This design comes from an exercise in tuning for small area on the open sky130 flow, not from production work.
Function was checked by simulation only, so behaviour that the tests miss may differ from the original.
Power is estimated from default activity; no workload was simulated.

===== design/flow/config.mk =====
export PLATFORM = sky130hd
export DESIGN_NAME = teleop_drive_and_gimbal_command_unit
export DESIGN_NICKNAME = teleop_drive_and_gimbal_command_unit
export VERILOG_FILES = /design/flow/design.v
export SDC_FILE = /design/flow/constraint.sdc
export NUM_CORES = 4
export LEC_CHECK = 0
export CAP_MARGIN = 0
export CORE_MARGIN = 2
export CORE_UTILIZATION = 65
export GPL_TIMING_DRIVEN = 0
export PLACE_DENSITY = 0.75
export SLEW_MARGIN = 0

===== design/flow/constraint.sdc =====
create_clock -name core_clock -period 8.0 [get_ports {i_clk}]
set_input_delay 1.6000 -clock core_clock [delete_from_list [all_inputs] [get_ports {i_clk}]]
set_output_delay 1.6000 -clock core_clock [all_outputs]
set_load 0.01 [all_outputs]

===== design/flow/design.v =====
module teleop_drive_and_gimbal_command_unit
(
    input  logic        i_clk,
    input  logic        i_rst_n,
    input  logic [39:0] s_axis_tdata,
    input  logic        s_axis_tvalid,
    output logic        s_axis_tready,
    output logic [87:0] m_axis_tdata,
    output logic        m_axis_tvalid,
    input  logic        m_axis_tready,
    input  logic        i_cfg_we,
    input  logic [2:0]  i_cfg_idx,
    input  logic [19:0] i_cfg_data
);
    logic [6:0]  r_thr;
    logic [19:0] r_fs;
    logic [12:0] r_pan_pl, r_pan_nl, r_tilt_pl, r_tilt_nl;    
    logic [7:0]  r_pan_mr, r_tilt_mr;                         
    localparam logic [19:0] D_THR = 20'd80;
    localparam logic [19:0] D_FS  = 20'd500000;
    localparam logic [19:0] D_PPL = 20'd28000;
    localparam logic [19:0] D_PNL = 20'd28000;
    localparam logic [19:0] D_TPL = 20'd18000;
    localparam logic [19:0] D_TNL = 20'd18000;
    wire        w_rst = ~i_rst_n;
    wire [19:0] w_d0  = i_cfg_data & {20{i_rst_n}};
    wire [19:0] w_d1  = i_cfg_data | {20{w_rst}};
    function automatic logic [19:0] f_dv(input logic [19:0] dflt, input logic [19:0] d0,
                                         input logic [19:0] d1);
        f_dv = (d0 & ~dflt) | (d1 & dflt);
    endfunction
    wire [7:0] w_wsel = {8{i_cfg_we}} & (8'd1 << i_cfg_idx);
    wire [19:0] w_dv_thr = f_dv(D_THR, w_d0, w_d1);
    wire [19:0] w_dv_fs  = f_dv(D_FS,  w_d0, w_d1);
    wire [19:0] w_dv_ppl = f_dv(D_PPL, w_d0, w_d1);
    wire [19:0] w_dv_pnl = f_dv(D_PNL, w_d0, w_d1);
    wire [19:0] w_dv_tpl = f_dv(D_TPL, w_d0, w_d1);
    wire [19:0] w_dv_tnl = f_dv(D_TNL, w_d0, w_d1);
    wire        w_mr_cap = w_rst | (|i_cfg_data[15:10]);
    wire [7:0]  w_dv_mr  = {w_mr_cap, i_cfg_data[9:3] & {7{~w_mr_cap}}};
    always_ff @(posedge i_clk) begin
        if (w_rst | w_wsel[0]) r_thr     <= w_dv_thr[6:0];
        if (w_rst | w_wsel[1]) r_fs      <= w_dv_fs;
        if (w_rst | w_wsel[2]) r_pan_pl  <= w_dv_ppl[15:3];
        if (w_rst | w_wsel[3]) r_pan_nl  <= w_dv_pnl[15:3];
        if (w_rst | w_wsel[4]) r_tilt_pl <= w_dv_tpl[15:3];
        if (w_rst | w_wsel[5]) r_tilt_nl <= w_dv_tnl[15:3];
        if (w_rst | w_wsel[6]) r_pan_mr  <= w_dv_mr;
        if (w_rst | w_wsel[7]) r_tilt_mr <= w_dv_mr;
    end
    function automatic logic f_gt13(input logic [12:0] a, input logic [12:0] b,
                                    input logic cin);
        logic c;
        c = cin;
        for (int i = 0; i < 13; i++) c = (a[i] & ~b[i]) | (a[i] & c) | (~b[i] & c);
        f_gt13 = c;
    endfunction
    function automatic logic f_gt8(input logic [7:0] a, input logic [7:0] b, input logic cin);
        logic c;
        c = cin;
        for (int i = 0; i < 8; i++) c = (a[i] & ~b[i]) | (a[i] & c) | (~b[i] & c);
        f_gt8 = c;
    endfunction
    function automatic logic [7:0] f_abs8(input logic [7:0] a);
        logic seen;
        seen = 1'b0;
        for (int i = 0; i < 8; i++) begin
            f_abs8[i] = a[i] ^ (a[7] & seen);
            seen = seen | a[i];
        end
    endfunction
    wire [7:0] w_turn = s_axis_tdata[7:0];
    wire [7:0] w_thro = s_axis_tdata[15:8];
    wire [7:0] w_pan  = s_axis_tdata[23:16];
    wire [7:0] w_tilt = s_axis_tdata[31:24];
    wire [7:0] w_mode = s_axis_tdata[39:32];
    wire       w_spin   = f_gt8({1'b0, w_turn[6:0] ^ {7{w_turn[7]}}}, {1'b0, r_thr}, w_turn[7]);
    wire       w_spin_r = w_spin & ~w_turn[7];
    wire       w_spin_l = w_spin & w_turn[7];
    wire [7:0] w_mag    = w_spin ? 8'd90 : f_abs8(w_thro);
    wire       w_fwd_r  = ~w_spin_r & (w_spin_l | ~w_thro[7]);
    wire       w_fwd_l  = ~w_spin_l & (w_spin_r | ~w_thro[7]);
    logic       r_busy;
    logic [6:0] r_cnt;
    logic       r_ovalid;
    logic       r_rf;         
    wire w_ofree  = ~r_ovalid | m_axis_tready;
    wire w_start  = ~r_busy & s_axis_tvalid & w_ofree;
    wire w_last   = (r_cnt == 7'd92);
    wire w_accept = r_busy & w_last & s_axis_tvalid;
    wire w_step   = r_busy & ~w_last;
    wire w_hitc = (r_cnt[6:3] == 4'd2);
    wire w_ph1  = (r_cnt[6:3] == 4'd4);
    wire w_ph2  = (r_cnt[6:4] == 3'd3);
    wire w_div  = r_cnt[6];
    wire w_dv1  = (r_cnt[5:0] == 6'd0);
    wire w_rot1 = (r_cnt < 7'd15);
    wire w_gsel = (r_cnt[6:3] == 4'd3);
    wire w_gsgn = (r_cnt >= 7'd32) & (r_cnt < 7'd39);
    always_ff @(posedge i_clk) begin
        if (w_rst) begin
            r_busy   <= 1'b0;
            r_ovalid <= 1'b0;
        end else begin
            if (w_start) r_busy <= 1'b1;
            else if (w_accept) r_busy <= 1'b0;
            if (w_accept) r_ovalid <= 1'b1;
            else if (m_axis_tready) r_ovalid <= 1'b0;
        end
        r_rf <= w_rst | (r_rf & ~w_accept);
    end
    always_ff @(posedge i_clk) begin
        if (w_start) r_cnt <= 7'd0;
        else if (w_step) r_cnt <= r_cnt + 7'd1;
    end
    logic [35:0] r_p;
    logic        r_sat;
    wire        w_top  = r_p[35];
    wire [7:0]  w_t    = r_p[34:27];
    wire        w_q    = (w_t >= 8'd127);
    wire [6:0]  w_remn = w_q ? 7'(w_t + 8'd1) : w_t[6:0];
    wire        w_satn = r_sat | (w_dv1 & (&r_p[34:28]));
    wire        w_sin  = w_div & (w_q | w_satn);
    wire        w_a1   = w_ph1 & w_mag[~r_cnt[2:0]];
    wire        w_a2   = w_ph2 & w_top;
    wire [19:0] w_b    = ({20{w_a2}} & r_fs) | {{8{w_a1}} & w_mode, 12'd0};
    logic [35:0] w_next;
    always_comb begin
        logic c, pre;
        logic [35:0] a;
        a = {r_p[34:12], r_p[11] | w_a1, r_p[10:0], 1'b0};
        c = 1'b0;
        for (int i = 0; i < 20; i++) begin
            w_next[i] = a[i] ^ w_b[i] ^ c;
            c = (a[i] & w_b[i]) | (a[i] & c) | (w_b[i] & c);
        end
        pre = 1'b1;
        for (int i = 20; i < 36; i++) begin
            w_next[i] = a[i] ^ (c & pre);
            pre = pre & a[i];
        end
        w_next[0] = w_next[0] | w_sin;
    end
    always_ff @(posedge i_clk) begin
        if (w_step) r_p[27:0] <= w_next[27:0];
        r_p[35]    <= w_next[35];
        r_p[34:28] <= w_div ? w_remn : w_next[34:28];
        r_sat      <= w_step & w_div & w_satn;
    end
    logic [14:0] r_pan_pos, r_tilt_pos;
    logic        r_pan_c, r_tilt_c;
    function automatic logic f_hit(input logic [7:0] g, input logic [14:0] pos,
                                   input logic [12:0] lim_p, input logic [12:0] lim_n);
        logic gt, lt;
        gt    = ~pos[14] & (pos[13] | f_gt13(pos[12:0], lim_p, 1'b0));
        lt    = pos[14] & (~pos[13] | f_gt13(~pos[12:0], lim_n, 1'b1));
        f_hit = (~g[7] & (|g[6:0]) & gt) | (g[7] & lt);
    endfunction
    wire w_pan_hit  = f_hit(w_pan,  r_pan_pos,  r_pan_pl,  r_pan_nl);
    wire w_tilt_hit = f_hit(w_tilt, r_tilt_pos, r_tilt_pl, r_tilt_nl);
    logic [7:0] r_o_pan, r_o_tilt;
    logic       r_o_phit, r_o_thit, r_o_fr, r_o_fl;
    wire [2:0] w_gi      = r_cnt[2:0];
    wire       w_pan_cb  = ~r_o_phit & ((w_gsel & w_pan[w_gi])  | (w_gsgn & w_pan[7]));
    wire       w_tilt_cb = ~r_o_thit & ((w_gsel & w_tilt[w_gi]) | (w_gsgn & w_tilt[7]));
    wire       w_pan_s   = r_pan_pos[0]  ^ w_pan_cb  ^ r_pan_c;
    wire       w_tilt_s  = r_tilt_pos[0] ^ w_tilt_cb ^ r_tilt_c;
    wire       w_rot2    = w_gsel | w_gsgn;
    wire       w_rot     = w_step & (w_rot1 | w_rot2);
    wire       w_clr     = w_rot1 & r_rf;
    always_ff @(posedge i_clk) begin
        if (w_rot) begin
            r_pan_pos  <= {w_pan_s  & ~w_clr, r_pan_pos[14:1]};
            r_tilt_pos <= {w_tilt_s & ~w_clr, r_tilt_pos[14:1]};
        end
        r_pan_c  <= w_step & w_rot2 &
                    ((r_pan_pos[0] & w_pan_cb) | (r_pan_c & (r_pan_pos[0] | w_pan_cb)));
        r_tilt_c <= w_step & w_rot2 &
                    ((r_tilt_pos[0] & w_tilt_cb) | (r_tilt_c & (r_tilt_pos[0] | w_tilt_cb)));
    end
    always_ff @(posedge i_clk) begin
        if (w_start) begin
            r_o_pan  <= w_pan;
            r_o_tilt <= w_tilt;
            r_o_fr   <= w_fwd_r;
            r_o_fl   <= w_fwd_l;
        end
        if (w_step & w_hitc) begin
            r_o_phit <= w_pan_hit;
            r_o_thit <= w_tilt_hit;
        end
    end
    wire [7:0] w_pan_abs  = f_abs8(r_o_pan);
    wire [7:0] w_tilt_abs = f_abs8(r_o_tilt);
    wire w_pan_big  = f_gt8(w_pan_abs,  r_pan_mr,  1'b0);
    wire w_tilt_big = f_gt8(w_tilt_abs, r_tilt_mr, 1'b0);
    wire [7:0] w_pan_rate  = (r_o_phit | w_pan_big)  ? 8'd0 : w_pan_abs;
    wire [7:0] w_tilt_rate = (r_o_thit | w_tilt_big) ? 8'd0 : w_tilt_abs;
    assign s_axis_tready = r_busy & w_last;
    assign m_axis_tvalid = r_ovalid;
    assign m_axis_tdata  = {2'b00,
                            w_tilt_big & ~r_o_thit, w_pan_big & ~r_o_phit,
                            r_o_thit, r_o_phit,
                            w_tilt_rate, 3'b000, w_pan_rate, 3'b000,
                            ~r_o_tilt[7], ~r_o_pan[7],
                            r_p[27:0], r_p[27:0],
                            r_o_fl, r_o_fr};
endmodule

===== design/flow/flow/run.sh =====
#!/bin/bash
# Standard ORFS layout (the standard.sh) with these changes:
#  - port buffers use the smallest buffer, sky130_fd_sc_hd__buf_1, instead of the cell
#    buffer_ports picks by default (clkdlybuf4s50_1); every port still gets its buffer;
#  - the buffers abc inserted are removed at floorplan (global placement is not timing
#    driven here, which would otherwise remove them);
#  - clock tree synthesis without dummy loads, with small clock buffers and clusters of
#    at most 20 flip-flops.
set -euo pipefail
export BUFFER_PORTS_ARGS="-buffer_cell sky130_fd_sc_hd__buf_1"
export REMOVE_ABC_BUFFERS=1
export CTS_ARGS="-sink_clustering_enable -repair_clock_nets -dont_use_dummy_load -sink_clustering_size 20 -sink_clustering_max_diameter 60 -buf_list {sky130_fd_sc_hd__clkbuf_4 sky130_fd_sc_hd__clkbuf_8}"
bash standard.sh > standard_flow.log 2>&1

===== design/flow/standard.sh =====
#!/bin/bash
# synth_recipe.tcl (not shown) runs the flow's synth.tcl, then flattens the netlist and writes it again
# the make line also repeats each setting of config.mk as NAME=value (left out here)
make -C /OpenROAD-flow-scripts/flow DESIGN_CONFIG=/design/flow/config.mk WORK_HOME=/design/flow/orfs CLKGATE_MAP_FILE= SYNTH_SCRIPT=/design/flow/synth_recipe.tcl "${@:-finish}"

==> results of run 1 <==
layer usage:
metal  vias up  part of all wire
li1       3219                 -
met1      3370              0.42
met2       233              0.50
met3        24             0.064
met4         0             0.016
met5         -                 0
flip-flops by register name, summed over array words and instances, names as in the netlist, 13 cells and up:
register,flops
r_pan_pl,13
r_tilt_pl,13
r_fs,20
r_tilt_nl,13
r_tilt_pos,15
r_p,36
r_pan_nl,13
r_pan_pos,15
cell usage after synthesis, drive strengths merged, types with 22 or more instances:
| cell type | count |
|---|---|
| edfxtp | 173 |
| buf | 74 |
| inv | 70 |
| nand2 | 46 |
| and2 | 38 |
| o21ai | 37 |
| nand2b | 33 |
| nor2 | 32 |
| a21oi | 27 |
| nor3 | 23 |
| xor2 | 23 |
| maj3 | 22 |
repair_timing:
action | 4_1_cts | 5_1_grt
gates resized for setup | 20 | 14
pin swaps | 4 | 4
endpoints found under the setup margin | 13 | 10
setup buffers | 5 | 3
cloned | 1 | 0
power groups by stage:
stage	Sequential [mW]	Combinational, mW	Clock [mW]
2_1_floorplan	1.26	0.169	0
3_3_place_gp	1.27	0.253	0
3_5_place_dp	1.27	0.270	0
4_1_cts	1.25	0.273	0.491
5_1_grt	1.26	0.307	0.524
6_report	1.25	0.278	0.481
area by class of cell:
class / instances / share of cell area
multi-input cells: 510 / 0.349
repair buffers: 163 / 0.0647
clock buffers: 17 / 0.0215
well taps: 211 / 0.0243
flip-flops and latches: 194 / 0.517
inverters: 70 / 0.0241
worst max-delay path: cells and delay by family, from the launching register on:
family                   cells  cell delay [ns]
buffers and inverters        4             0.28
AO/OA/AOI/OAI                1             0.14
XOR/XNOR                     1             0.11
AND/OR/NAND/NOR              9             1.30
flip-flops                   1             0.37
adder cells (fa/ha/maj)     19             5.41
worst max-delay path by stage:
stage                                from      end  cells past startpoint
after floorplan           s_axis_tdata[1]  r_p[32]                     25
after global placement    s_axis_tdata[7]  r_p[32]                     26
after detailed placement  s_axis_tdata[7]  r_p[32]                     26
after CTS                 s_axis_tdata[7]  r_p[32]                     26
after global routing             r_cnt[5]  r_p[33]                     34
final                            r_cnt[5]  r_p[33]                     34
per-stage QoR:
| step | instance area, µm² | setup TNS (ns) |
|---|---|---|
| floorplan | 9560 | 0 |
| global placement | 10400 | -7.96 |
| finish | 10900 | 0 |
| detailed placement | 10500 | -10.52 |
| CTS | 10800 | 0 |
| global route | 10900 | 0 |
cell usage in the layout (no fill, tap or decap), drive strengths merged, types with 5 or more instances in the layout:
master,instances
or2,6
a21oi,27
clkbuf,18
o21ai,37
edfxtp,173
xnor2,13
fa,20
xor2,23
a221oi,8
nand2b,33
inv,70
a22oi,5
conb,8
nand3,15
maj3,22
ha,5
o221ai,8
a211oi,5
dfxtp,21
nor2,32
a31oi,6
nor3,23
mux2i,8
buf,162
o31ai,8
nand2,46
and2,38
nor2b,14
nor4,6
or3,9
a32oi,7
o2111ai,5
nor3b,5
o22ai,9
kinds of logic (layout without fill, tap and decap cells):
family / count (synthesis) / in the layout / share of synthesized area
compound gates: 158 / 158 / 0.111
xor+xnor: 36 / 36 / 0.0310
fa+ha+maj: 47 / 47 / 0.0672
buf+inv: 165 / 250 / 0.0880
flops: 194 / 194 / 0.552
mux: 15 / 15 / 0.0201
other cells: 1 / 8 / 0.000369
simple gates: 245 / 246 / 0.130
==> results.toml, run 1 <==
[status]
status = "complete, no violations"

[setup_path]
reg2reg_depth = 34
worstReg2RegStart = "r_cnt[5]"
crit_fanout = 9
r2r_end = "r_p[33]"
crit_path_max_incr_delay_ns = 0.39
rrSetupSlack_ns = 0.35
worstPathRequired_ns = 8.38
cp-end-kind = "flop"
path_common_cell = "fa_2"
slowest_stage = "fa_1"
worst_ep_arrival_time_ns = 8.03
worst_setup_path_start_kind = "flop"
crit_type = "reg2reg"

[routing]
wl_mm = 21.8
vias_per_cell = 5.88
via_count = 6846
drt_first_iter_violations = 589
ant_nets = 0
remaining_drc_errors = 0
first_pass_iters = 5
wire_per_inst_um = 18.7

[sta]
fmax_mhz = 131
min_period_ns = 7.65
period_share = 0.956
skew_ns = 0.0529
slew_violations = 0
rsz0062_at_grt = "no"
finalHoldViolCount = 0
setup_ws_ns = 0.351
relSlewSlack = 0.193
setup_viol = 0
holdWs_ns = 0.478
tightestPinTransition_ns = 1.21

[worst_hold_path]
hold_depth = 2
min_to = "r_rf"
hold_start = "r_rf"
hp-class = "reg2reg"

[clock_network]
cts_inserted_buffers = 17
clk_latency_ns = 0.47
htreeDepth = 4
cts_hold_buf = 0
cts_num_sinks = 194
root_buffer = "clkbuf_8"
clkTransAtPathRegs_ns = 0.08
clockBufferDepth = 2
cts_tree = "built"

[global_route]
grt_util_met3 = 0.0595
use_met2 = 0.449
grt-busiest-layer = "met2"
antenna_found_initial = 1
grt_pass1_wl_mm = 34.1
use_met1 = 0.363
gr-usage-all-layers = 0.269
overflow = 0
grt_pass1_vias = 6721
grt_max_degree = 42

[floorplan]
die_area_um2 = 16700
die_w_um = 129
die_height_um = 129
ios = 158
core_area_um2 = 15300
initial_core_util = 0.667
row_count = 45

[power_and_ir_drop]
p_sw_uw = 521
ir_worst_vdd_v = 0.000158
total_power_mw = 2.01
p_comb_frac = 0.138
clkPwrFrac = 0.239
power_density_nw_per_um2 = 185
swShare = 0.259
power_frac_seq = 0.623
internal_power_mw = 1.49
p_leak_nw = 3.81

[cells_and_area]
seq_area_um2 = 5620
num_antenna_cells = 0
final_util = 0.713
drive_above_1_share = 0.0849
multiInputGateArea_um2 = 3790
fin_cells = 1165
synthToLayoutAreaGrowth_pct = 7.01
nets = 1049
num-fill-cells = 1108

[yosys]
synth_area_um2 = 10200
ys_types = 70
synth.avg_cell_area_um2 = 11.8
ys.flop_type = "edfxtp_1"
synth_seq_cells = 194
yosys.area.top_type = "edfxtp_1"
ys_warn_count = 1
synth_edf_count = 173
seq_area_frac_synth = 0.552
synth_cells = 861
yosysTopAreaCellShare = 0.511
async_reset_ff_frac = 0
synth_area_leaders = "edfxtp_1 51%, buf_4 5.1%, dfxtp_1 4.1%, fa_1 3.9%, inv_1 2.6%"

[placement]
dpl_worst_slack_ns = -1.27
numPlacedInstances = 1139
io_buffer_count = 149
dp_hpwl_mm = 15.9
gp_congestion = 0.930

[run]
maxCapViolCount = 0
==> inputs of run 2 (changes only) <==
--- a/design/flow/design.v
+++ b/design/flow/design.v
@@ -158,11 +158,15 @@
     endfunction
     wire w_pan_hit  = f_hit(w_pan,  r_pan_pos,  r_pan_pl,  r_pan_nl);
     wire w_tilt_hit = f_hit(w_tilt, r_tilt_pos, r_tilt_pl, r_tilt_nl);
-    logic [7:0] r_o_pan, r_o_tilt;
+    logic [7:0] r_o_pan, r_o_tilt;         
+    logic       r_o_pneg, r_o_tneg;         
+    logic       r_pan_seen, r_tilt_seen;    
     logic       r_o_phit, r_o_thit, r_o_fr, r_o_fl;
     wire [2:0] w_gi      = r_cnt[2:0];
-    wire       w_pan_cb  = ~r_o_phit & ((w_gsel & w_pan[w_gi])  | (w_gsgn & w_pan[7]));
-    wire       w_tilt_cb = ~r_o_thit & ((w_gsel & w_tilt[w_gi]) | (w_gsgn & w_tilt[7]));
+    wire       w_pan_g   = w_pan[w_gi];
+    wire       w_tilt_g  = w_tilt[w_gi];
+    wire       w_pan_cb  = ~r_o_phit & ((w_gsel & w_pan_g)  | (w_gsgn & w_pan[7]));
+    wire       w_tilt_cb = ~r_o_thit & ((w_gsel & w_tilt_g) | (w_gsgn & w_tilt[7]));
     wire       w_pan_s   = r_pan_pos[0]  ^ w_pan_cb  ^ r_pan_c;
     wire       w_tilt_s  = r_tilt_pos[0] ^ w_tilt_cb ^ r_tilt_c;
     wire       w_rot2    = w_gsel | w_gsgn;
@@ -180,18 +184,24 @@
     end
     always_ff @(posedge i_clk) begin
         if (w_start) begin
-            r_o_pan  <= w_pan;
-            r_o_tilt <= w_tilt;
+            r_o_pneg <= w_pan[7];
+            r_o_tneg <= w_tilt[7];
             r_o_fr   <= w_fwd_r;
             r_o_fl   <= w_fwd_l;
         end
+        if (w_step & w_gsel) begin
+            r_o_pan  <= {w_pan_g  ^ (w_pan[7]  & r_pan_seen),  r_o_pan[7:1]};
+            r_o_tilt <= {w_tilt_g ^ (w_tilt[7] & r_tilt_seen), r_o_tilt[7:1]};
+        end
+        r_pan_seen  <= w_step & w_gsel & (r_pan_seen  | w_pan_g);
+        r_tilt_seen <= w_step & w_gsel & (r_tilt_seen | w_tilt_g);
         if (w_step & w_hitc) begin
             r_o_phit <= w_pan_hit;
             r_o_thit <= w_tilt_hit;
         end
     end
-    wire [7:0] w_pan_abs  = f_abs8(r_o_pan);
-    wire [7:0] w_tilt_abs = f_abs8(r_o_tilt);
+    wire [7:0] w_pan_abs  = r_o_pan;
+    wire [7:0] w_tilt_abs = r_o_tilt;
     wire w_pan_big  = f_gt8(w_pan_abs,  r_pan_mr,  1'b0);
     wire w_tilt_big = f_gt8(w_tilt_abs, r_tilt_mr, 1'b0);
     wire [7:0] w_pan_rate  = (r_o_phit | w_pan_big)  ? 8'd0 : w_pan_abs;
@@ -202,7 +212,7 @@
                             w_tilt_big & ~r_o_thit, w_pan_big & ~r_o_phit,
                             r_o_thit, r_o_phit,
                             w_tilt_rate, 3'b000, w_pan_rate, 3'b000,
-                            ~r_o_tilt[7], ~r_o_pan[7],
+                            ~r_o_tneg, ~r_o_pneg,
                             r_p[27:0], r_p[27:0],
                             r_o_fl, r_o_fr};
 endmodule
==> results.toml, run 2 <==
[sta]
rsz0062_at_grt = "no"
setup_viol = 0
fmax_mhz = 130
setup_ws_ns = 0.317
finalHoldViolCount = 0
setup_tns_ns = 0
skew_ns = 0.0252
slew_violations = 0
relSlewSlack = 0.168
tightestPinTransition_ns = 1.24
period_share = 0.960
min_period_ns = 7.68

[setup_path]
worstPathRequired_ns = 8.36
crit_buf_inv = 3
slowest_stage = "fa_1"
worst_setup_path_start_kind = "input pin"
worstReg2RegStart = "r_p[35]"
path_delay_family = "adder cells"
crit_fanout = 6
cp-startpoint = "s_axis_tdata[3]"
path_common_cell = "fa_1"
cp-end-kind = "flop"
crit_type = "in2reg"
worst_ep_arrival_time_ns = 8.04
crit_path_max_incr_delay_ns = 0.43

[yosys]
synth_area_leaders = "edfxtp_1 53%, buf_4 5.2%, dfxtp_1 4.7%, fa_1 4.0%, inv_1 2.7%"
yosys.area.top_type = "edfxtp_1"
ys_types = 74
synth_seq_cells = 198
netlist_top_cells_count = "175 x edfxtp_1, 70 x inv_1, 68 x buf_4"
synth_area_um2 = 9900
ys.flop_type = "edfxtp_1"
seq_area_frac_synth = 0.577
synth.avg_cell_area_um2 = 12.2
synth_edf_count = 175
yosysMostFrequentCell = "edfxtp_1"
async_reset_ff_frac = 0
ys_warn_count = 1
yosysTopAreaCellShare = 0.531
synth_cells = 812

[clock_network]
root_buffer = "clkbuf_8"
cts_tree = "built"
cts_hold_buf = 0
clkTransAtPathRegs_ns = 0.10
htreeDepth = 4
cts_num_sinks = 198
clk_latency_ns = 0.46
clockBufferDepth = 2
cts_inserted_buffers = 17

[placement]
postPlaceCellArea_um2 = 10200
numPlacedInstances = 1078
dp_hpwl_mm = 14.5
io_buffer_count = 149
dpl_worst_slack_ns = -1.29
gp_congestion = 0.851

[worst_hold_path]
hold_start = "r_pan_seen"
hp-class = "reg2reg"

[routing]
ant_nets = 0
drt_first_iter_violations = 544
first_pass_iters = 7
wire_per_inst_um = 18.3
via_count = 6471
remaining_drc_errors = 0
vias_per_cell = 5.88
wl_mm = 20.2

[floorplan]
die_w_um = 127
initial_core_util = 0.659
row_count = 45
die_height_um = 127
core_area_um2 = 15000
die_area_um2 = 16200
ios = 158

[cells_and_area]
design_area_um2 = 10600
layout_common_cells = "175 x edfxtp_1, 145 x buf_1, 68 x inv_1"
largest_reg_flops = 36
largest-register = "r_p"
num-fill-cells = 1078
multiInputGateArea_um2 = 3460
final_common_cell = "edfxtp_1"
drive_above_1_share = 0.0854
reg_top3 = "r_p x36, r_fs x20"
synthToLayoutAreaGrowth_pct = 7.04
fin_cells = 1101
seq_area_um2 = 5730
nets = 1008
num_antenna_cells = 0

[global_route]
overflow = 0
grt_pass1_wl_mm = 31.7
grt_max_degree = 42
antenna_found_initial = 0
grt_util_met3 = 0.0503
use_met2 = 0.413
grt-busiest-layer = "met2"
gr-usage-all-layers = 0.255
grt_pass1_vias = 6334
use_met1 = 0.338

[power_and_ir_drop]
ir_worst_vdd_v = 0.000109
power_density_nw_per_um2 = 187
p_leak_nw = 3.69

[status]
status = "complete, no violations"

[run]
maxCapViolCount = 0
## run 2: cell count changes after synthesis, sizes merged, moves of 5 or more
cell	delta
maj3	-6
a32oi	-6
nand2	-16
nor3	-5
a22oi	+6
xor2	-13
o21ai	-13
clkbuf	-8
nor2b	+10
## run 2: tightest hold or removal path, cell delays in order, from the launching register on
cell and delay, ns:
dfxtp_1 0.32, inv_1 0.05, a21oi_1 0.05
## run 2: kinds of logic (layout without fill, tap and decap cells)
group	after synthesis	in the layout	share of synthesized area
AOI/OAI and AO/OA	143	143	0.101
xor gates and xnor gates	24	24	0.0212
adders and majority gates	41	41	0.0634
buffers and inverters	155	248	0.0853
DFF	198	198	0.577
muxes	9	9	0.0142
other	1	8	0.000379
and+or+nand+nor	241	242	0.137
## run 2: power breakdown
part	switching [mW]	internal, mW
Sequential	0.0548	1.20
Clock	0.299	0.189
Combinational	0.145	0.0973
## run 2: what timing repair did
item                                    in CTS  in global routing
gates cloned                                 1                  0
buffers inserted                             5                  0
pin swaps                                    2                  1
endpoints found under the setup margin      11                  8
resized for setup                           12                 21
hold endpoints to repair                     0                  0
## run 2: worst paths after layout
check	endpoint	slack [ns]	depth (start not counted)
setup / recovery	r_p[32]	0.32	27
hold / removal	r_pan_seen	0.45	2
setup reg to reg	r_p[32]	0.41	33
hold reg to reg	r_pan_seen	0.45	2
## run 2: final cells by class
class | count | share of cell area
clock buffers | 17 | 0.0221
inverters | 72 | 0.0262
multi-input cells | 467 | 0.327
flip-flops and latches | 198 | 0.540
well taps | 188 | 0.0222
repair buffers | 159 | 0.0623
## run 2: metal layers
| metal | part of all wire | wire, µm | vias to the layer above |
|---|---|---|---|
| met3 | 0.065 | 1310 | 41 |
| met2 | 0.48 | 9670 | 259 |
| met4 | 0.028 | 568 | 0 |
| li1 | - | - | 3061 |
| met5 | 0 | 0 | - |
| met1 | 0.43 | 8640 | 3110 |
## run 2: per-stage QoR
stage          utilization  total power [mW]  hold WS [ns]
2_1_floorplan            -              1.42         0.422
3_3_place_gp         0.675              1.50         0.431
3_5_place_dp         0.679              1.52         0.437
4_1_cts              0.700              1.99         0.450
5_1_grt              0.705              2.07         0.471
6_report             0.705              1.99         0.450
==> inputs of run 3 (changes only) <==
==> design/flow/flow/run.sh (replaced) <==
#!/bin/bash
# Standard ORFS layout (the standard.sh) with these changes:
#  - port buffers use the smallest buffer, sky130_fd_sc_hd__buf_1, instead of the cell
#    buffer_ports picks by default (clkdlybuf4s50_1); every port still gets its buffer;
#  - the buffers abc inserted are removed at floorplan (global placement is not timing
#    driven here, which would otherwise remove them);
#  - clock tree synthesis without dummy loads, with small clock buffers and clusters of
#    at most 16 flip-flops.
set -euo pipefail
export BUFFER_PORTS_ARGS="-buffer_cell sky130_fd_sc_hd__buf_1"
export REMOVE_ABC_BUFFERS=1
export CTS_ARGS="-sink_clustering_enable -repair_clock_nets -dont_use_dummy_load -sink_clustering_size 16 -sink_clustering_max_diameter 50 -buf_list {sky130_fd_sc_hd__clkbuf_4 sky130_fd_sc_hd__clkbuf_8}"
bash standard.sh > standard_flow.log 2>&1
--- a/design/flow/config.mk
+++ b/design/flow/config.mk
@@ -7,7 +7,7 @@
 export LEC_CHECK = 0
 export CAP_MARGIN = 0
 export CORE_MARGIN = 2
-export CORE_UTILIZATION = 65
+export CORE_UTILIZATION = 70
 export GPL_TIMING_DRIVEN = 0
-export PLACE_DENSITY = 0.75
+export PLACE_DENSITY = 0.8
 export SLEW_MARGIN = 0
==> results.toml, run 3 <==
[floorplan]
die_height_um = 123
ios = 158
die_area_um2 = 15100
die_w_um = 123
core_area_um2 = 13800
initial_core_util = 0.716
row_count = 43

[cells_and_area]
layout_common_cells = "175 x edfxtp_1, 147 x buf_1, 68 x inv_1"
reg_top3 = "r_p x36, r_fs x20"
final_common_cell = "edfxtp_1"
largest_reg_flops = 36
drive_above_1_share = 0.0936
num_antenna_cells = 0
fin_cells = 1099
synthToLayoutAreaGrowth_pct = 7.61
design_area_um2 = 10700
nets = 1014
final_util = 0.771
largest-register = "r_p"

[yosys]
synth_mux_area_frac = 0.0142
synth_top_family_by_area = "simple AND/OR/NAND/NOR gates"
synth_seq_cells = 198
synth.avg_cell_area_um2 = 12.2
netlist_top_cells_count = "175 x edfxtp_1, 70 x inv_1, 68 x buf_4"
yosysTopAreaCellShare = 0.531
synth_xor_area_frac = 0.0212
synth_area_um2 = 9900
ys_types = 74
yosys.area_share.simple = 0.137
synthAdderAreaFrac = 0.0634
synth_compound_area_frac = 0.101
seq_area_frac_synth = 0.577
ys.flop_type = "edfxtp_1"
ys_warn_count = 1
yosysMostFrequentCell = "edfxtp_1"
yosys.area.top_type = "edfxtp_1"
synth_edf_count = 175
synth_area_leaders = "edfxtp_1 53%, buf_4 5.2%, dfxtp_1 4.7%, fa_1 4.0%, inv_1 2.7%"
synth_cells = 812
async_reset_ff_frac = 0

[placement]
gp_congestion = 0.837
io_buffer_count = 149
dp_hpwl_mm = 14.7
numPlacedInstances = 1070
postPlaceCellArea_um2 = 10200

[sta]
slew_violations = 0
skew_ns = 0.0308
fmax_mhz = 129
holdWs_ns = 0.445
finalHoldViolCount = 0
setup_tns_ns = 0
relSlewSlack = 0.153
rsz0062_at_grt = "no"
period_share = 0.968
tightestPinTransition_ns = 1.26
min_period_ns = 7.74
setup_viol = 0

[routing]
first_pass_iters = 5
via_count = 6606
vias_per_cell = 6.01
ant_nets = 0
drt_first_iter_violations = 554
wl_mm = 20.7
wire_per_inst_um = 18.8
remaining_drc_errors = 0

[clock_network]
clockBufferDepth = 2
cts_num_sinks = 198
cts_tree = "built"
htreeDepth = 4
root_buffer = "clkbuf_8"
cts_hold_buf = 0
clkTransAtPathRegs_ns = 0.08
clk_latency_ns = 0.47
cts_inserted_buffers = 17

[power_and_ir_drop]
ir_worst_vdd_v = 0.000210
power_density_nw_per_um2 = 187
p_leak_nw = 3.72

[global_route]
grt_pass1_wl_mm = 31.7
grt_max_degree = 42
grt_pass1_vias = 6363
gr-usage-all-layers = 0.281
antenna_found_initial = 0
overflow = 0

[setup_path]
slowest_stage = "fa_1"
path_common_cell = "fa_2"
crit_path_max_incr_delay_ns = 0.40
rrSetupSlack_ns = 0.26
cp-end-kind = "flop"
worst_ep_arrival_time_ns = 8.08
crit_type = "reg2reg"
worst_setup_path_start_kind = "flop"
worstPathRequired_ns = 8.34
worstReg2RegStart = "r_cnt[6]"
crit_fanout = 10
r2r_end = "r_p[30]"
cp-startpoint = "r_cnt[6]"
reg2reg_depth = 34

[status]
status = "complete, no violations"

[worst_hold_path]
min_to = "r_pan_seen"
hp-class = "reg2reg"
hold_depth = 2
hold_start = "r_pan_seen"

[run]
maxCapViolCount = 0
==> run 3: routing by layer <==
metal  track usage  wire [µm]  share of wire  vias to the layer above
met5             0          0              0                        -
met4         0.105        514          0.025                        0
met3        0.0577       1390          0.067                       43
met2         0.460      10300           0.50                      256
met1         0.376       8540           0.41                     3236
li1              -          -              -                     3071
==> run 3: how the worst max path moves through the flow <==
stage | end | cells past startpoint
2_1_floorplan | r_p[32] | 25
3_3_place_gp | r_p[32] | 26
3_5_place_dp | r_p[32] | 26
4_1_cts | r_p[33] | 33
5_1_grt | r_p[30] | 34
6_report | r_p[30] | 34
==> run 3: what timing repair did <==
action	in CTS	in global routing
pin swaps	3	4
cloned	1	0
setup endpoints to repair	14	8
setup buffers	6	5
gates resized for setup	19	18
==> run 3: power breakdown <==
| group | switching (mW) | total [mW] | leakage (nW) | internal (mW) |
|---|---|---|---|---|
| combinational | 0.148 | 0.248 | 1.73 | 0.100 |
| clock | 0.298 | 0.486 | 0.122 | 0.188 |
| sequential | 0.0560 | 1.26 | 1.87 | 1.20 |
| total | 0.502 | 1.99 | 3.72 | 1.49 |
==> run 3: worst max-delay path, delay by kind of cell (launching register included) <==
kind	cells	cell delay [ns]
buffers and inverters	6	0.50
adder cells (fa/ha/maj)	19	5.46
flip-flops	1	0.37
AND/OR/NAND/NOR	7	1.06
AO/OA/AOI/OAI	1	0.10
XOR/XNOR	1	0.13
==> run 3: final cells by class <==
type | count | area (µm²)
flip-flops and latches | 198 | 5730
multi-input cells | 467 | 3490
fillers | 860 | 3170
repair buffers | 165 | 703
inverters | 72 | 278
clock buffers | 17 | 234
well taps | 180 | 225
==> run 3: cells by family (layout without fill, tap and decap cells) <==
| logic type | after synthesis | after routing |
|---|---|---|
| AOI/OAI and AO/OA | 143 | 143 |
| xor gates and xnor gates | 24 | 24 |
| adders and majority gates | 41 | 41 |
| buffers and inverters | 155 | 254 |
| DFF | 198 | 198 |
| muxes | 9 | 9 |
| other | 1 | 8 |
| and+or+nand+nor | 241 | 242 |
==> run 3: per-stage QoR <==
step           setup WS [ns]  power [mW]
2_1_floorplan          0.168        1.42
5_1_grt               0.0104        2.07
4_1_cts               0.0284        1.99
3_5_place_dp           -1.32        1.52
3_3_place_gp           -1.04        1.50
6_report               0.259        1.99
==> inputs of run 4 (changes only) <==
--- a/design/flow/config.mk
+++ b/design/flow/config.mk
@@ -7,7 +7,7 @@
 export LEC_CHECK = 0
 export CAP_MARGIN = 0
 export CORE_MARGIN = 2
-export CORE_UTILIZATION = 70
+export CORE_UTILIZATION = 75
 export GPL_TIMING_DRIVEN = 0
-export PLACE_DENSITY = 0.8
+export PLACE_DENSITY = 0.85
 export SLEW_MARGIN = 0
==> results.toml, run 4 <==
[cells_and_area]
layout_common_cells = "175 x edfxtp_1, 147 x buf_1, 68 x inv_1"
num_antenna_cells = 0
nets = 1009
final_common_cell = "edfxtp_1"
drive_above_1_share = 0.0886
reg_top3 = "r_p x36, r_fs x20"
largest-register = "r_p"
synthToLayoutAreaGrowth_pct = 7.00
final_util = 0.829
largest_reg_flops = 36

[clock_network]
clk_latency_ns = 0.47
htreeDepth = 4
cts_inserted_buffers = 17
clkTransAtPathRegs_ns = 0.08
cts_tree = "built"
clockBufferDepth = 2
cts_hold_buf = 0
root_buffer = "clkbuf_8"
cts_num_sinks = 198

[power_and_ir_drop]
ir_worst_vdd_v = 0.000178
power_density_nw_per_um2 = 187
p_leak_nw = 3.69

[setup_path]
worstReg2RegStart = "r_cnt[6]"
worstPathRequired_ns = 8.39
slowest_stage = "fa_1"
crit_type = "reg2reg"
rrSetupSlack_ns = 0.23
reg2reg_depth = 34
crit_fanout = 10
crit_path_max_incr_delay_ns = 0.41
r2r_end = "r_p[33]"
cp-end-kind = "flop"
path_common_cell = "fa_2"
worst_setup_path_start_kind = "flop"
worst_ep_arrival_time_ns = 8.15

[sta]
tightestPinTransition_ns = 1.28
skew_ns = 0.0296
slew_violations = 0
setup_ws_ns = 0.233
period_share = 0.971
min_period_ns = 7.77
relSlewSlack = 0.145
finalHoldViolCount = 0
fmax_mhz = 129
setup_viol = 0

[floorplan]
die_w_um = 119
initial_core_util = 0.775
core_area_um2 = 12800
die_area_um2 = 14100
row_count = 41
die_height_um = 119
ios = 158

[yosys]
netlist_top_cells_count = "175 x edfxtp_1, 70 x inv_1, 68 x buf_4"
synth_edf_count = 175
synth_area_um2 = 9900
yosysMostFrequentCell = "edfxtp_1"
ys_warn_count = 1
yosysTopAreaCellShare = 0.531
synth.avg_cell_area_um2 = 12.2
async_reset_ff_frac = 0
seq_area_frac_synth = 0.577
synth_seq_cells = 198
ys_types = 74
ys.flop_type = "edfxtp_1"
synth_area_leaders = "edfxtp_1 53%, buf_4 5.2%, dfxtp_1 4.7%, fa_1 4.0%, inv_1 2.7%"
synth_cells = 812
yosys.area.top_type = "edfxtp_1"

[global_route]
gr-usage-all-layers = 0.308
grt_pass1_wl_mm = 33.4
antenna_found_initial = 0
overflow = 0
grt_max_degree = 42
grt_pass1_vias = 6676

[worst_hold_path]
min_to = "r_pan_seen"
hp-class = "reg2reg"
hold_depth = 2
hold_start = "r_pan_seen"

[routing]
ant_nets = 0
via_count = 6700
remaining_drc_errors = 0
first_pass_iters = 5
wire_per_inst_um = 19.5
drt_first_iter_violations = 665
wl_mm = 21.2
vias_per_cell = 6.17

[run]
maxCapViolCount = 0

[placement]
gp_congestion = 0.879
io_buffer_count = 149
dpl_worst_slack_ns = -1.33
dp_hpwl_mm = 15.0

[status]
status = "complete, no violations"
run 4: logic make-up (layout without fill, tap and decap cells):
kind of cell               after synthesis  after routing  share of synthesized area
DFF                                    198            198                      0.577
adders and majority gates               41             41                     0.0634
muxes                                    9              9                     0.0142
other                                    1              8                   0.000379
buffers and inverters                  155            249                     0.0853
xor gates and xnor gates                24             24                     0.0212
and+or+nand+nor                        241            242                      0.137
AOI/OAI and AO/OA                      143            143                      0.101
run 4: worst max-delay path by stage:
| stage | start | to | slack (ns) | cells after the start |
|---|---|---|---|---|
| final | r_cnt[6] | r_p[33] | 0.23 | 34 |
| after global routing | r_cnt[6] | r_p[33] | -0.01 | 34 |
| after CTS | s_axis_tdata[3] | r_p[32] | 0.003 | 27 |
| after detailed placement | s_axis_tdata[7] | r_p[32] | -1.33 | 26 |
| after global placement | s_axis_tdata[7] | r_p[32] | -1.05 | 26 |
| after floorplan | s_axis_tdata[3] | r_p[32] | 0.17 | 25 |
run 4: timing repair:
item,CTS,global route
pin swaps,2,2
setup buffers,5,1
endpoints found under the setup margin,13,8
resized for setup,18,18
cloned,1,0
run 4: layout make-up:
cell class / count / area (µm²)
Sequential cell: 198 / 5730
Multi-Input combinational cell: 467 / 3480
Fill cell: 724 / 2180
Timing Repair Buffer: 160 / 662
Inverter: 72 / 278
Clock buffer: 17 / 234
Tap cell: 172 / 215
run 4: layer usage:
metal / global-route usage / vias up / wire length, µm
met2: 0.508 / 321 / 10700
met5: 0 / - / 0
met4: 0.127 / 0 / 562
met1: 0.411 / 3272 / 8380
met3: 0.0522 / 48 / 1490
li1: - / 3059 / -
run 4: critical path: cells and delay by family, from the launching register on:
kind | cells | cell delay [ns]
AO/OA/AOI/OAI | 1 | 0.14
XOR/XNOR | 1 | 0.13
adder cells (fa/ha/maj) | 19 | 5.46
buffers and inverters | 5 | 0.35
flip-flops | 1 | 0.39
AND/OR/NAND/NOR | 8 | 1.21
run 4: through the flow:
| step | TNS [ns] | hold slack [ns] | total power, mW | cells | area (µm²) |
|---|---|---|---|---|---|
| 2_1_floorplan | 0 | 0.422 | 1.42 | 736 | 9350 |
| 3_3_place_gp | -8.27 | 0.432 | 1.50 | 1057 | 10100 |
| 3_5_place_dp | -12.24 | 0.443 | 1.52 | 1062 | 10200 |
| 4_1_cts | 0 | 0.454 | 1.99 | 1085 | 10500 |
| 5_1_grt | -0.0134 | 0.476 | 2.06 | 1086 | 10600 |
| 6_report | 0 | 0.454 | 1.99 | 1086 | 10600 |
run 4: report_power, final:
part	internal [mW]	switching, mW
clock network	0.188	0.291
logic	0.0978	0.150
registers	1.20	0.0558
==> inputs of run 5 (changes only) <==
--- a/design/flow/design.v
+++ b/design/flow/design.v
@@ -86,14 +86,16 @@
     logic       r_rf;         
     wire w_ofree  = ~r_ovalid | m_axis_tready;
     wire w_start  = ~r_busy & s_axis_tvalid & w_ofree;
-    wire w_last   = (r_cnt == 7'd92);
+    wire w_last   = (r_cnt == 7'd104);
     wire w_accept = r_busy & w_last & s_axis_tvalid;
     wire w_step   = r_busy & ~w_last;
     wire w_hitc = (r_cnt[6:3] == 4'd2);
     wire w_ph1  = (r_cnt[6:3] == 4'd4);
     wire w_ph2  = (r_cnt[6:4] == 3'd3);
-    wire w_div  = r_cnt[6];
+    wire w_div  = r_cnt[6] & ~w_hold;
     wire w_dv1  = (r_cnt[5:0] == 6'd0);
+    wire w_pabs = (r_cnt[6:3] == 4'd12);
+    wire w_hold = (r_cnt >= 7'd92);
     wire w_rot1 = (r_cnt < 7'd15);
     wire w_gsel = (r_cnt[6:3] == 4'd3);
     wire w_gsgn = (r_cnt >= 7'd32) & (r_cnt < 7'd39);
@@ -113,6 +115,7 @@
         if (w_start) r_cnt <= 7'd0;
         else if (w_step) r_cnt <= r_cnt + 7'd1;
     end
+    logic       w_pan_ab;
     logic [35:0] r_p;
     logic        r_sat;
     wire        w_top  = r_p[35];
@@ -142,9 +145,12 @@
         w_next[0] = w_next[0] | w_sin;
     end
     always_ff @(posedge i_clk) begin
-        if (w_step) r_p[27:0] <= w_next[27:0];
-        r_p[35]    <= w_next[35];
-        r_p[34:28] <= w_div ? w_remn : w_next[34:28];
+        if (w_step & ~w_hold) r_p[27:0] <= w_next[27:0];
+        if (w_step) begin
+            r_p[35]    <= w_next[35];
+            r_p[34:29] <= w_div ? w_remn[6:1] : w_next[34:29];
+            r_p[28]    <= w_div ? w_remn[0] : (w_pabs ? w_pan_ab : w_next[28]);
+        end
         r_sat      <= w_step & w_div & w_satn;
     end
     logic [14:0] r_pan_pos, r_tilt_pos;
@@ -158,13 +164,14 @@
     endfunction
     wire w_pan_hit  = f_hit(w_pan,  r_pan_pos,  r_pan_pl,  r_pan_nl);
     wire w_tilt_hit = f_hit(w_tilt, r_tilt_pos, r_tilt_pl, r_tilt_nl);
-    logic [7:0] r_o_pan, r_o_tilt;         
+    logic [7:0] r_o_tilt;                  
     logic       r_o_pneg, r_o_tneg;         
     logic       r_pan_seen, r_tilt_seen;    
     logic       r_o_phit, r_o_thit, r_o_fr, r_o_fl;
     wire [2:0] w_gi      = r_cnt[2:0];
     wire       w_pan_g   = w_pan[w_gi];
     wire       w_tilt_g  = w_tilt[w_gi];
+    assign     w_pan_ab  = w_pan_g ^ (w_pan[7] & r_pan_seen);
     wire       w_pan_cb  = ~r_o_phit & ((w_gsel & w_pan_g)  | (w_gsgn & w_pan[7]));
     wire       w_tilt_cb = ~r_o_thit & ((w_gsel & w_tilt_g) | (w_gsgn & w_tilt[7]));
     wire       w_pan_s   = r_pan_pos[0]  ^ w_pan_cb  ^ r_pan_c;
@@ -190,17 +197,17 @@
             r_o_fl   <= w_fwd_l;
         end
         if (w_step & w_gsel) begin
-            r_o_pan  <= {w_pan_g  ^ (w_pan[7]  & r_pan_seen),  r_o_pan[7:1]};
             r_o_tilt <= {w_tilt_g ^ (w_tilt[7] & r_tilt_seen), r_o_tilt[7:1]};
         end
-        r_pan_seen  <= w_step & w_gsel & (r_pan_seen  | w_pan_g);
+        r_pan_seen  <= w_step & w_pabs & (r_pan_seen  | w_pan_g);
         r_tilt_seen <= w_step & w_gsel & (r_tilt_seen | w_tilt_g);
         if (w_step & w_hitc) begin
             r_o_phit <= w_pan_hit;
             r_o_thit <= w_tilt_hit;
         end
     end
-    wire [7:0] w_pan_abs  = r_o_pan;
+    wire [7:0] w_pan_abs  = {r_p[28], r_p[29], r_p[30], r_p[31],
+                             r_p[32], r_p[33], r_p[34], r_p[35]};
     wire [7:0] w_tilt_abs = r_o_tilt;
     wire w_pan_big  = f_gt8(w_pan_abs,  r_pan_mr,  1'b0);
     wire w_tilt_big = f_gt8(w_tilt_abs, r_tilt_mr, 1'b0);
==> design/flow/flow/run.sh (replaced) <==
#!/bin/bash
# Standard ORFS layout (the standard.sh) with these changes:
#  - port buffers use the smallest buffer, sky130_fd_sc_hd__buf_1, instead of the cell
#    buffer_ports picks by default (clkdlybuf4s50_1); every port still gets its buffer;
#  - the buffers abc inserted are removed at floorplan (global placement is not timing
#    driven here, which would otherwise remove them);
#  - clock tree synthesis without dummy loads, with small clock buffers and clusters of
#    at most 20 flip-flops.
set -euo pipefail
export BUFFER_PORTS_ARGS="-buffer_cell sky130_fd_sc_hd__buf_1"
export REMOVE_ABC_BUFFERS=1
export CTS_ARGS="-sink_clustering_enable -repair_clock_nets -dont_use_dummy_load -sink_clustering_size 20 -sink_clustering_max_diameter 60 -buf_list {sky130_fd_sc_hd__clkbuf_4 sky130_fd_sc_hd__clkbuf_8}"
bash standard.sh > standard_flow.log 2>&1
--- a/design/flow/config.mk
+++ b/design/flow/config.mk
@@ -7,7 +7,7 @@
 export LEC_CHECK = 0
 export CAP_MARGIN = 0
 export CORE_MARGIN = 2
-export CORE_UTILIZATION = 75
+export CORE_UTILIZATION = 65
 export GPL_TIMING_DRIVEN = 0
-export PLACE_DENSITY = 0.85
+export PLACE_DENSITY = 0.75
 export SLEW_MARGIN = 0
==> results.toml, run 5 <==
[routing]
drt_first_iter_violations = 577
vias_per_cell = 5.93
ant_nets = 0
via_count = 6534
remaining_drc_errors = 0
wire_per_inst_um = 19.0
first_pass_iters = 5
wl_mm = 21.0

[status]
status = "complete, no violations"

[sta]
min_period_ns = 7.76
fmax_mhz = 129
period_share = 0.969
finalHoldViolCount = 0
tightestPinTransition_ns = 1.33
setup_tns_ns = 0
relSlewSlack = 0.103
setup_viol = 0
skew_ns = 0.0201
slew_violations = 0

[placement]
io_buffer_count = 149
gp_congestion = 0.881
dp_hpwl_mm = 14.8

[global_route]
grt_pass1_vias = 6395
grt_pass1_wl_mm = 32.6
antenna_found_initial = 2
grt_max_degree = 42
overflow = 0
gr-usage-all-layers = 0.263

[run]
maxCapViolCount = 0

[floorplan]
ios = 158
initial_core_util = 0.668
die_area_um2 = 16000
core_area_um2 = 14600
row_count = 44
die_height_um = 126
die_w_um = 126

[setup_path]
crit_type = "in2reg"
worstPathRequired_ns = 8.20
cp-startpoint = "s_axis_tdata[7]"
rrSetupSlack_ns = 0.27
crit_fanout = 10
cp-end-kind = "flop"
worst_setup_path_start_kind = "input pin"
worst_ep_arrival_time_ns = 7.96
worstReg2RegStart = "r_p[35]"

[cells_and_area]
synthToLayoutAreaGrowth_pct = 8.02
final_util = 0.722
seq_area_um2 = 5570
nets = 1013
reg_top3 = "r_p x36, r_fs x20"
final_common_cell = "edfxtp_1"
multiInputGateArea_um2 = 3480
largest_reg_flops = 36
num-fill-cells = 1009
drive_above_1_share = 0.108
num_antenna_cells = 0
largest-register = "r_p"
layout_common_cells = "175 x edfxtp_1, 147 x buf_1, 66 x inv_1"

[yosys]
ys_types = 76
synth_edf_count = 175
async_reset_ff_frac = 0
seq_area_frac_synth = 0.570
synth_seq_cells = 190
yosysTopAreaCellShare = 0.539
synth_cells = 809
netlist_top_cells_count = "175 x edfxtp_1, 68 x buf_4, 67 x inv_1"
synth_area_leaders = "edfxtp_1 54%, buf_4 5.2%, fa_1 4.1%, dfxtp_1 3.1%, and2_1 2.8%"
yosys.area.top_type = "edfxtp_1"
ys_warn_count = 1
yosysMostFrequentCell = "edfxtp_1"
synth.avg_cell_area_um2 = 12.0
ys.flop_type = "edfxtp_1"
synth_area_um2 = 9740

[power_and_ir_drop]
ir_worst_vdd_v = 0.000119
p_leak_nw = 3.71
power_density_nw_per_um2 = 186

[worst_hold_path]
hp-class = "reg2reg"
hold_start = "r_rf"

[clock_network]
clk_latency_ns = 0.46
htreeDepth = 4
cts_num_sinks = 190
cts_hold_buf = 0
cts_tree = "built"
cts_inserted_buffers = 17
clockBufferDepth = 2
clkTransAtPathRegs_ns = 0.09
root_buffer = "clkbuf_8"
run 5: cell type report:
cell class | instances | share of cell area
inverters | 71 | 0.0253
multi-input cells | 470 | 0.331
well taps | 184 | 0.0219
repair buffers | 170 | 0.0710
clock buffers | 17 | 0.0222
flip-flops and latches | 190 | 0.529
run 5: cells by family after synthesis:
group / count (synthesis) / share of synthesized area
flops: 190 / 0.570
xor+xnor: 22 / 0.0198
buf+inv: 157 / 0.0878
fa+ha+maj: 51 / 0.0754
compound gates: 140 / 0.100
mux: 7 / 0.0123
other cells: 1 / 0.000385
simple gates: 241 / 0.134
run 5: worst max-delay path: stages:
cell	delay (ns)
buf_2	0.22
inv_2	0.10
a221o_1	0.28
a21oi_2	0.16
o21bai_1	0.15
a31oi_4	0.26
a211oi_1	0.10
or4_1	0.55
nand3_4	0.21
a22oi_1	0.12
fa_1	0.43
fa_2	0.36
fa_2	0.35
fa_2	0.35
fa_2	0.36
fa_2	0.37
fa_1	0.38
inv_2	0.08
fa_2	0.23
and4_4	0.26
nand4_1	0.14
nor2_2	0.15
nand2_2	0.11
nor2_4	0.13
nand3_1	0.14
nand2_2	0.13
nand3_1	0.09
xnor2_1	0.14
run 5: stage by stage:
stage | cells | worst slack, ns | hold slack (ns) | total power, mW | area, µm²
2_1_floorplan | 730 | 0.209 | 0.422 | 1.39 | 9180
3_3_place_gp | 1063 | -0.833 | 0.443 | 1.47 | 9970
3_5_place_dp | 1069 | -1.04 | 0.443 | 1.49 | 10100
4_1_cts | 1093 | 0.00700 | 0.457 | 1.95 | 10400
5_1_grt | 1102 | -0.0184 | 0.476 | 2.03 | 10500
6_report | 1102 | 0.244 | 0.453 | 1.96 | 10500
run 5: timing repair:
item,4_1_cts,5_1_grt
cloned,1,0
pin swaps,4,6
setup buffers,6,9
endpoints found under the setup margin,13,9
gates resized for setup,22,15
run 5: path summary, 6_finish.rpt:
| path | endpoint | cells past startpoint |
|---|---|---|
| setup reg to reg | r_p[32] | 34 |
| hold reg to reg | r_rf | 2 |
| setup / recovery | r_p[32] | 28 |
| hold / removal | r_rf | 2 |
run 5: power breakdown:
part / switching, mW / internal (mW) / total [mW]
Combinational: 0.150 / 0.102 / 0.253
Clock: 0.292 / 0.188 / 0.481
Sequential: 0.0591 / 1.16 / 1.22
run 5: per-layer routing:
metal,share of wire,routed length (µm),track usage
met5,0.0012,25,0
met2,0.50,10500,0.444
met3,0.061,1290,0.0422
met1,0.42,8750,0.352
met4,0.018,376,0.0860
==> inputs of run 6 (changes only) <==
--- a/design/flow/design.v
+++ b/design/flow/design.v
@@ -91,6 +91,7 @@
     wire w_step   = r_busy & ~w_last;
     wire w_hitc = (r_cnt[6:3] == 4'd2);
     wire w_ph1  = (r_cnt[6:3] == 4'd4);
+    wire w_magw = (r_cnt >= 7'd20) & (r_cnt < 7'd28);
     wire w_ph2  = (r_cnt[6:4] == 3'd3);
     wire w_div  = r_cnt[6] & ~w_hold;
     wire w_dv1  = (r_cnt[5:0] == 6'd0);
@@ -123,15 +124,16 @@
     wire        w_q    = (w_t >= 8'd127);
     wire [6:0]  w_remn = w_q ? 7'(w_t + 8'd1) : w_t[6:0];
     wire        w_satn = r_sat | (w_dv1 & (&r_p[34:28]));
-    wire        w_sin  = w_div & (w_q | w_satn);
-    wire        w_a1   = w_ph1 & w_mag[~r_cnt[2:0]];
+    wire        w_sin  = (w_div & (w_q | w_satn)) |
+                         (w_magw & w_mag[{r_cnt[2], ~r_cnt[1:0]}]);
+    wire        w_a1   = w_ph1 & r_p[11];
     wire        w_a2   = w_ph2 & w_top;
     wire [19:0] w_b    = ({20{w_a2}} & r_fs) | {{8{w_a1}} & w_mode, 12'd0};
     logic [35:0] w_next;
     always_comb begin
         logic c, pre;
         logic [35:0] a;
-        a = {r_p[34:12], r_p[11] | w_a1, r_p[10:0], 1'b0};
+        a = {r_p[34:0], 1'b0};
         c = 1'b0;
         for (int i = 0; i < 20; i++) begin
             w_next[i] = a[i] ^ w_b[i] ^ c;
==> results.toml, run 6 <==
[setup_path]
r2r_end = "r_p[34]"
slowest_stage = "dfxtp_4"
crit_path_max_incr_delay_ns = 0.38
rrSetupSlack_ns = 0.24
worst_ep_arrival_time_ns = 7.96
worstReg2RegStart = "r_cnt[6]"
cp-end-kind = "flop"
crit_type = "reg2reg"
path_common_cell = "fa_2"
crit_fanout = 4
reg2reg_depth = 34
worst_setup_path_start_kind = "flop"
worstPathRequired_ns = 8.19

[sta]
period_share = 0.970
min_period_ns = 7.76
holdWs_ns = 0.447
tightestPinTransition_ns = 1.18
relSlewSlack = 0.204
finalHoldViolCount = 0
setup_viol = 0
slew_violations = 0
fmax_mhz = 129
skew_ns = 0.0150
setup_tns_ns = 0

[yosys]
synth_mux_area_frac = 0.0146
seq_area_frac_synth = 0.575
yosys.area_share.simple = 0.137
synthAdderAreaFrac = 0.0764
synth_cells = 797
synth_compound_area_frac = 0.0888
yosys.area.top_type = "edfxtp_1"
ys_warn_count = 1
synth.avg_cell_area_um2 = 12.1
ys.flop_type = "edfxtp_1"
yosysMostFrequentCell = "edfxtp_1"
synth_xor_area_frac = 0.0218
yosysTopAreaCellShare = 0.544
netlist_top_cells_count = "175 x edfxtp_1, 68 x buf_4, 68 x inv_1"
async_reset_ff_frac = 0
synth_edf_count = 175
synth_seq_cells = 190
synth_area_um2 = 9660
synth_top_family_by_area = "simple AND/OR/NAND/NOR gates"
ys_types = 69
synth_area_leaders = "edfxtp_1 54%, buf_4 5.3%, fa_1 4.1%, dfxtp_1 3.1%, and2_1 2.7%"

[clock_network]
clockBufferDepth = 2
cts_tree = "built"
cts_num_sinks = 190
cts_hold_buf = 0
clk_latency_ns = 0.45
cts_inserted_buffers = 17
htreeDepth = 4
clkTransAtPathRegs_ns = 0.09
root_buffer = "clkbuf_8"

[routing]
first_pass_iters = 5
remaining_drc_errors = 0
wire_per_inst_um = 18.7
via_count = 6543
wl_mm = 20.5
ant_nets = 0
vias_per_cell = 5.99
drt_first_iter_violations = 519

[cells_and_area]
layout_common_cells = "175 x edfxtp_1, 148 x buf_1, 64 x inv_1"
largest-register = "r_p"
reg_top3 = "r_p x36, r_fs x20"
synthToLayoutAreaGrowth_pct = 8.24
drive_above_1_share = 0.110
nets = 1003
seq_area_um2 = 5570
largest_reg_flops = 36
multiInputGateArea_um2 = 3400
num_antenna_cells = 0
num-fill-cells = 1020
final_common_cell = "edfxtp_1"

[floorplan]
row_count = 44
die_w_um = 126
ios = 158
die_height_um = 126
core_area_um2 = 14500
die_area_um2 = 15900
initial_core_util = 0.665

[global_route]
grt_pass1_wl_mm = 32.1
grt_max_degree = 42
gr-usage-all-layers = 0.259
grt_pass1_vias = 6419
antenna_found_initial = 0
overflow = 0

[worst_hold_path]
hp-class = "reg2reg"
hold_depth = 0
hold_start = "r_o_tilt[5]"
min_to = "r_o_tilt[4]"

[run]
maxCapViolCount = 0

[power_and_ir_drop]
power_density_nw_per_um2 = 185
total_power_mw = 1.93
ir_worst_vdd_v = 0.000105
p_leak_nw = 3.63

[placement]
io_buffer_count = 149
dp_hpwl_mm = 14.6
gp_congestion = 0.872

[status]
status = "complete, no violations"
-- run 6: worst max-delay path by stage --
stage | cells past startpoint | to | slack (ns) | startpoint
detailed placement | 34 | r_p[32] | -0.64 | r_cnt[6]
floorplan | 34 | r_p[32] | 0.25 | r_cnt[6]
finish | 34 | r_p[34] | 0.24 | r_cnt[6]
CTS | 33 | r_p[32] | 0.02 | r_p[35]
global route | 35 | r_p[32] | -0.06 | r_cnt[6]
global placement | 34 | r_p[32] | -0.44 | r_cnt[6]
-- run 6: final cells by class --
class,instances,share of cell area
Multi-Input combinational cell,461,0.325
Tap cell,184,0.0220
Inverter,68,0.0248
Clock buffer,17,0.0224
Sequential cell,190,0.532
Timing Repair Buffer,172,0.0735
-- run 6: logic make-up after synthesis --
family	after synthesis
AOI/OAI and AO/OA	124
buffers and inverters	154
and+or+nand+nor	243
xor gates and xnor gates	24
DFF	190
adders and majority gates	52
other	1
muxes	9
-- run 6: stage by stage --
stage	std cells	worst slack, ns	util	area (µm²)
after global placement	1051	-0.443	0.681	9900
after detailed placement	1056	-0.644	0.685	9960
after global routing	1092	-0.0608	0.720	10500
after CTS	1077	0.0150	0.707	10300
after floorplan	718	0.250	-	9110
final	1092	0.239	0.720	10500
-- run 6: per-layer routing --
layer,share of wire,GRT usage
met5,0,0
met2,0.51,0.440
met4,0.024,0.0911
met3,0.058,0.0421
met1,0.41,0.343
-- run 6: where the power goes --
part | switching [mW] | internal, mW
Combinational | 0.139 | 0.0967
Clock | 0.283 | 0.188
Sequential | 0.0601 | 1.16
Total | 0.482 | 1.45
-- run 6: timing repair --
action / 4_1_cts / 5_1_grt
cloned: 1 / 0
pin swaps: 2 / 9
buffers inserted: 3 / 14
gates resized for setup: 19 / 21
endpoints found under the setup margin: 11 / 8
-- run 6: worst max-delay path, delay by kind of cell (launching register included) --
kind                       cells  cell delay [ns]
AOI/OAI and AO/OA              2             0.22
and+or+nand+nor                7             1.05
adders and majority gates     19             5.40
DFF                            1             0.38
buffers and inverters          6             0.46
==> inputs of run 7 (changes only) <==
--- a/design/flow/design.v
+++ b/design/flow/design.v
@@ -127,7 +127,8 @@
     wire        w_sin  = (w_div & (w_q | w_satn)) |
                          (w_magw & w_mag[{r_cnt[2], ~r_cnt[1:0]}]);
     wire        w_a1   = w_ph1 & r_p[11];
-    wire        w_a2   = w_ph2 & w_top;
+    logic       r_a2;
+    wire        w_a2   = r_a2;
     wire [19:0] w_b    = ({20{w_a2}} & r_fs) | {{8{w_a1}} & w_mode, 12'd0};
     logic [35:0] w_next;
     always_comb begin
@@ -154,6 +155,7 @@
             r_p[28]    <= w_div ? w_remn[0] : (w_pabs ? w_pan_ab : w_next[28]);
         end
         r_sat      <= w_step & w_div & w_satn;
+        r_a2       <= ~w_start & (r_cnt >= 7'd47) & (r_cnt < 7'd63) & r_p[34];
     end
     logic [14:0] r_pan_pos, r_tilt_pos;
     logic        r_pan_c, r_tilt_c;
==> results.toml, run 7 <==
[global_route]
grt_pass1_wl_mm = 32.6
grt_max_degree = 42
gr-usage-all-layers = 0.261
grt_pass1_vias = 6429
overflow = 0
antenna_found_initial = 0

[yosys]
ys_types = 68
netlist_top_cells_count = "175 x edfxtp_1, 74 x inv_1, 68 x buf_4"
synth_edf_count = 175
synth_area_um2 = 9900
synth.avg_cell_area_um2 = 11.8
synth_area_leaders = "edfxtp_1 53%, buf_4 5.2%, fa_1 4.0%, dfxtp_1 3.2%, inv_1 2.8%"
synth_cells = 838
ys_warn_count = 1
synth_seq_cells = 191
yosysTopAreaCellShare = 0.531
ys.flop_type = "edfxtp_1"
seq_area_frac_synth = 0.563
yosys.area.top_type = "edfxtp_1"
async_reset_ff_frac = 0
yosysMostFrequentCell = "edfxtp_1"

[cells_and_area]
nets = 1020
largest_reg_flops = 36
num_antenna_cells = 0
drive_above_1_share = 0.0595
largest-register = "r_p"
reg_top3 = "r_p x36, r_fs x20"
synthToLayoutAreaGrowth_pct = 5.69
layout_common_cells = "175 x edfxtp_1, 148 x buf_1, 74 x inv_1"
final_common_cell = "edfxtp_1"
fin_cells = 1113

[run]
maxCapViolCount = 0

[setup_path]
crit_path_max_incr_delay_ns = 0.40
r2r_end = "r_p[32]"
worst_setup_path_start_kind = "flop"
rrSetupSlack_ns = 0.37
crit_type = "reg2reg"
crit_fanout = 5
slowest_stage = "fa_1"
reg2reg_depth = 31
worstPathRequired_ns = 8.20
worstReg2RegStart = "r_fs[1]"
path_common_cell = "fa_1"
worst_ep_arrival_time_ns = 7.83
cp-startpoint = "r_fs[1]"
cp-end-kind = "flop"

[routing]
remaining_drc_errors = 0
wire_per_inst_um = 18.5
vias_per_cell = 6.03
wl_mm = 20.6
first_pass_iters = 7
drt_first_iter_violations = 686
ant_nets = 0
via_count = 6709

[worst_hold_path]
hp-class = "reg2reg"
hold_start = "r_tilt_pos[1]"
hold_depth = 0
min_to = "r_tilt_pos[0]"

[sta]
rsz0062_at_grt = "no"
fmax_mhz = 131
slew_violations = 0
skew_ns = 0.0230
finalHoldViolCount = 0
tightestPinTransition_ns = 1.39
setup_ws_ns = 0.369
setup_viol = 0
relSlewSlack = 0.0706
min_period_ns = 7.63
period_share = 0.954

[clock_network]
cts_tree = "built"
cts_num_sinks = 191
cts_inserted_buffers = 17
htreeDepth = 4
clkTransAtPathRegs_ns = 0.08
clk_latency_ns = 0.46
cts_hold_buf = 0
root_buffer = "clkbuf_8"
clockBufferDepth = 2

[floorplan]
ios = 158
die_w_um = 127
die_height_um = 127
core_area_um2 = 15000
initial_core_util = 0.658
row_count = 45
die_area_um2 = 16200

[placement]
dp_hpwl_mm = 15.2
io_buffer_count = 149
numPlacedInstances = 1093
gp_congestion = 0.894
dpl_worst_slack_ns = -0.305

[power_and_ir_drop]
ir_worst_vdd_v = 0.000108
p_leak_nw = 3.64
total_power_mw = 1.96
power_density_nw_per_um2 = 187

[status]
status = "complete, no violations"
-- run 7: changes by cell type in the layout (fill, tap and decap cells not counted), sizes merged, moves of 6 or more --
| cell | change |
|---|---|
| buf | -15 |
| nand2 | +10 |
| a21oi | +8 |
| nor3b | +8 |
| inv | +7 |
| o32ai | +7 |
| nor3 | -6 |
-- run 7: cells by family (layout without fill, tap and decap cells) --
| logic type | after synthesis | after routing | synth area share |
|---|---|---|---|
| buf+inv | 169 | 249 | 0.0903 |
| flops | 191 | 191 | 0.563 |
| compound gates | 156 | 156 | 0.107 |
| xor+xnor | 21 | 21 | 0.0186 |
| other cells | 1 | 8 | 0.000379 |
| simple gates | 242 | 242 | 0.135 |
| fa+ha+maj | 50 | 50 | 0.0727 |
| mux | 8 | 8 | 0.0131 |
-- run 7: how the worst max path moves through the flow --
| stage | end | slack, ns | cells past startpoint |
|---|---|---|---|
| after floorplan | r_p[32] | 0.56 | 31 |
| after global placement | r_p[33] | -0.17 | 32 |
| after detailed placement | r_p[33] | -0.31 | 32 |
| after CTS | r_p[32] | 0.01 | 31 |
| after global routing | r_p[32] | 0.01 | 31 |
| final | r_p[32] | 0.37 | 31 |
-- run 7: layout make-up --
class	count	area, µm²
tap	188	235
inverter	75	282
multi-input combinational	485	3490
fill	1102	4570
timing repair buffer	157	643
clock buffer	17	234
sequential	191	5580
-- run 7: report_power, final --
part	leakage (nW)	internal, mW	switching (mW)
Combinational	1.70	0.0978	0.146
Clock	0.122	0.188	0.291
Sequential	1.81	1.17	0.0627
Total	3.64	1.46	0.500
-- run 7: per-layer routing --
layer | vias to the layer above | GRT usage | share of wire
met2 | 313 | 0.444 | 0.50
met1 | 3241 | 0.348 | 0.42
li1 | 3115 | - | -
met5 | - | 0 | 0
met4 | 0 | 0.0873 | 0.020
met3 | 40 | 0.0385 | 0.063
-- run 7: metrics by stage --
| stage | instance area (µm²) | utilization | TNS (ns) | hold WS, ns |
|---|---|---|---|---|
| 6_report | 10500 | 0.696 | 0 | 0.452 |
| 5_1_grt | 10500 | 0.696 | 0 | 0.465 |
| 4_1_cts | 10400 | 0.693 | 0 | 0.453 |
| 3_5_place_dp | 10200 | 0.677 | -1.07 | 0.433 |
| 3_3_place_gp | 10100 | 0.672 | -0.375 | 0.435 |
| 2_1_floorplan | 9310 | - | 0 | 0.426 |
-- run 7: what timing repair did --
action | in CTS | in global routing
pin swaps | 1 | 0
endpoints found under the hold margin | 0 | 0
setup endpoints to repair | 7 | 8
resized for setup | 2 | 10
setup buffers | 1 | 2
cloned | 0 | 0
-- run 7: critical path, delay by kind of cell, from the launching register on --
kind	cells	cell delay, ns
adders and majority gates	19	5.42
and+or+nand+nor	6	0.98
DFF	1	0.36
AOI/OAI and AO/OA	1	0.30
buffers and inverters	4	0.27
xor gates and xnor gates	1	0.07

Re-timed with assumed drivers on the ports (clkbuf_16 on the clock, buf_2 on other inputs), run 7 has 0.369 ns of setup slack against 0.369 ns with ideal ports, and 0.369 ns once port delays also move by the mid clock arrival of 0.486 ns.
